From an optimization exercise on the open Yosys and OpenROAD flow, aimed at small area; shortcuts taken in it are not production practice.
Power and IR drop assume default switching activity.

## whackGame
module whackGame (
	input logic Clock,
	input logic reset,
	input logic [gamePkg::NumMoles-1:0] switches,
	input logic loadSeed,
	input logic shift,
	output gamePkg::heightT [gamePkg::NumMoles-1:0] moleHeights,
	output bcdPkg::bcdCountT totalScore,
	output bcdPkg::bcdCountT totalRise
);
	logic stepTick;
	logic waitTick;
	logic [gamePkg::LfsrWidth-1:0] seedCount;
	logic [gamePkg::NumMoles-1:0] riseRequest;
	logic [gamePkg::NumMoles-1:0] hit;
	logic [gamePkg::NumMoles-1:0] hiding;
	moleScheduler i_moleScheduler (
		.Clock(Clock),
		.reset(reset),
		.loadSeed(loadSeed),
		.shift(shift),
		.seedCount(seedCount),
		.riseRequest(riseRequest)
	);
	tickGenerator i_tickGenerator (
		.count(seedCount[1:0]),
		.stepTick(stepTick),
		.waitTick(waitTick)
	);
	whackDecoder i_whackDecoder (
		.Clock(Clock),
		.reset(reset),
		.switches(switches),
		.hit(hit)
	);
	for (genvar m = 0; m < gamePkg::NumMoles; m++) begin : gMole
		moleRiser i_moleRiser (
			.Clock(Clock),
			.reset(reset),
			.stepTick(stepTick),
			.waitTick(waitTick),
			.go(riseRequest[m]),
			.hit(hit[m]),
			.height(moleHeights[m]),
			.hiding(hiding[m])
		);
	end
	scoreTally i_scoreTally (
		.Clock(Clock),
		.reset(reset),
		.hit(hit),
		.hiding(hiding),
		.riseRequest(riseRequest),
		.totalScore(totalScore),
		.totalRise(totalRise)
	);
endmodule
clock: 30.0 ns
lec_check: 0
cap_margin: 20
core_margin: 2
core_utilization: 65
slew_margin: 20
standard.sh (not shown) runs the stock make flow with config.mk's settings and CLKGATE_MAP_FILE= SYNTH_SCRIPT=/design/flow/synth_recipe.tcl, a recipe that flattens the netlist after the stock synthesis.
==> flow/flow/run.sh <==
#!/bin/bash
# Standard synthesis and layout (standard.sh), with: every gate set to the
# smallest size of its family after floorplanning (repair_design then upsizes
# what needs it), minimum-size port buffers, and a leaner clock tree (no dummy
# loads, small leaf buffers).
set -euo pipefail
here=$(pwd)
bash standard.sh finish \
	"POST_FLOORPLAN_TCL=$here/flow/downsize.tcl" \
	"BUFFER_PORTS_ARGS=-buffer_cell sky130_fd_sc_hd__buf_1" \
	"CTS_ARGS=-sink_clustering_enable -repair_clock_nets -dont_use_dummy_load -buf_list sky130_fd_sc_hd__clkbuf_8 -root_buf sky130_fd_sc_hd__clkbuf_16 -sink_clustering_buffer sky130_fd_sc_hd__clkbuf_8 -sink_clustering_size 16 -sink_clustering_max_diameter 50" \
	> flow.log 2>&1
==> flow/flow/downsize.tcl <==
# Swap every standard cell to the smallest-area cell of the same family
# (same name up to the drive-strength suffix, so same function and pins).
# repair_design later upsizes whatever then violates slew or capacitance.
set db [ord::get_db]
set dont_use {}
if { [info exists ::env(DONT_USE_CELLS)] } { set dont_use $::env(DONT_USE_CELLS) }
set best [dict create]
foreach lib [$db getLibs] {
  foreach m [$lib getMasters] {
    set name [$m getName]
    if { ![regexp {^(sky130_fd_sc_hd__.+)_(\d+)$} $name -> base drive] } { continue }
    set skip 0
    foreach p $dont_use { if { [string match $p $name] } { set skip 1 } }
    if { $skip } { continue }
    set a [expr { [$m getWidth] * [$m getHeight] }]
    if { ![dict exists $best $base] || $a < [lindex [dict get $best $base] 1] } {
      dict set best $base [list $m $a]
    }
  }
}
set swapped 0
foreach inst [[ord::get_db_block] getInsts] {
  set m [$inst getMaster]
  if { [$inst isFixed] } { continue }
  if { ![regexp {^(sky130_fd_sc_hd__.+)_(\d+)$} [$m getName] -> base drive] } { continue }
  if { [regexp {^sky130_fd_sc_hd__(df|edf|sdf|dl|tap|fill|decap|conb)} [$m getName]] } { continue }
  if { ![dict exists $best $base] } { continue }
  set nm [lindex [dict get $best $base] 0]
  if { [$nm getName] ne [$m getName] } {
    $inst swapMaster $nm
    incr swapped
  }
}
puts "downsize: swapped $swapped instances"
The first run produced a clean layout.
Change:
==> flow/flow/run.sh (replaced) <==
#!/bin/bash
# Standard synthesis and layout (standard.sh), with a leaner clock tree (small
# clock buffers, no dummy loads), minimum-size port buffers, and power
# recovery (downsizing of gates off the critical paths) after global routing.
set -euo pipefail
bash standard.sh finish \
	"BUFFER_PORTS_ARGS=-buffer_cell sky130_fd_sc_hd__buf_1" \
	"CTS_ARGS=-sink_clustering_enable -repair_clock_nets -dont_use_dummy_load -buf_list sky130_fd_sc_hd__clkbuf_4" \
	"RECOVER_POWER=100" \
	> flow.log 2>&1
--- a/flow/config.mk
+++ b/flow/config.mk
@@ -8,4 +8,4 @@
 export CAP_MARGIN = 20
 export CORE_MARGIN = 2
-export CORE_UTILIZATION = 65
+export CORE_UTILIZATION = 40
 export SLEW_MARGIN = 20
removed: flow/flow/downsize.tcl
Effect:
- The changed run completed, yet does not pass: max-capacitance violations, max-slew violations
- routed wire length increases by 7.4%
- register-to-register slack improves by 0.16 ns
- cell count is higher by about 22%
- count of clock-buffer cells in the layout is higher by 103
- design area grows by about 3%
- clock power climbs by 25%
- die area goes up by about 60%
- worst hold slack is worse by 0.034 ns
- critical path depth went down by 1
- via count goes up by 6.2%
- first-iteration DRC count came out higher by about 11%
Function was not checked in any run of this note: the RTL went through the layout flow alone.

re-timing with driven ports:
No port has a modelled driver above. Below, the same layouts with a new extraction and two added sets of constraints.
Step 1, drivers: a clkbuf_16 drives Clock and a buf_2 each remaining input, both assumed.
Step 2, shift: input delay + t, output delay - t, t = (earliest + latest rising clock arrival at the registers) / 2. This alone moves slack from input paths to output paths.
Slacks: ideal / step 1 / step 2; pairs: ideal / step 1.
run	shift t [ns]	slack for setup (ns)	hold WS [ns]
the first run	0.585	21.875 / 21.890 / 21.305	0.393 / 0.393 / 0.393
the second run	0.915	15.322 / 15.328 / 14.412	0.358 / 0.358 / 0.358
The setup slack of the second run, which loses most, moves by +0.006 ns with the drivers and by -0.910 ns with both steps.
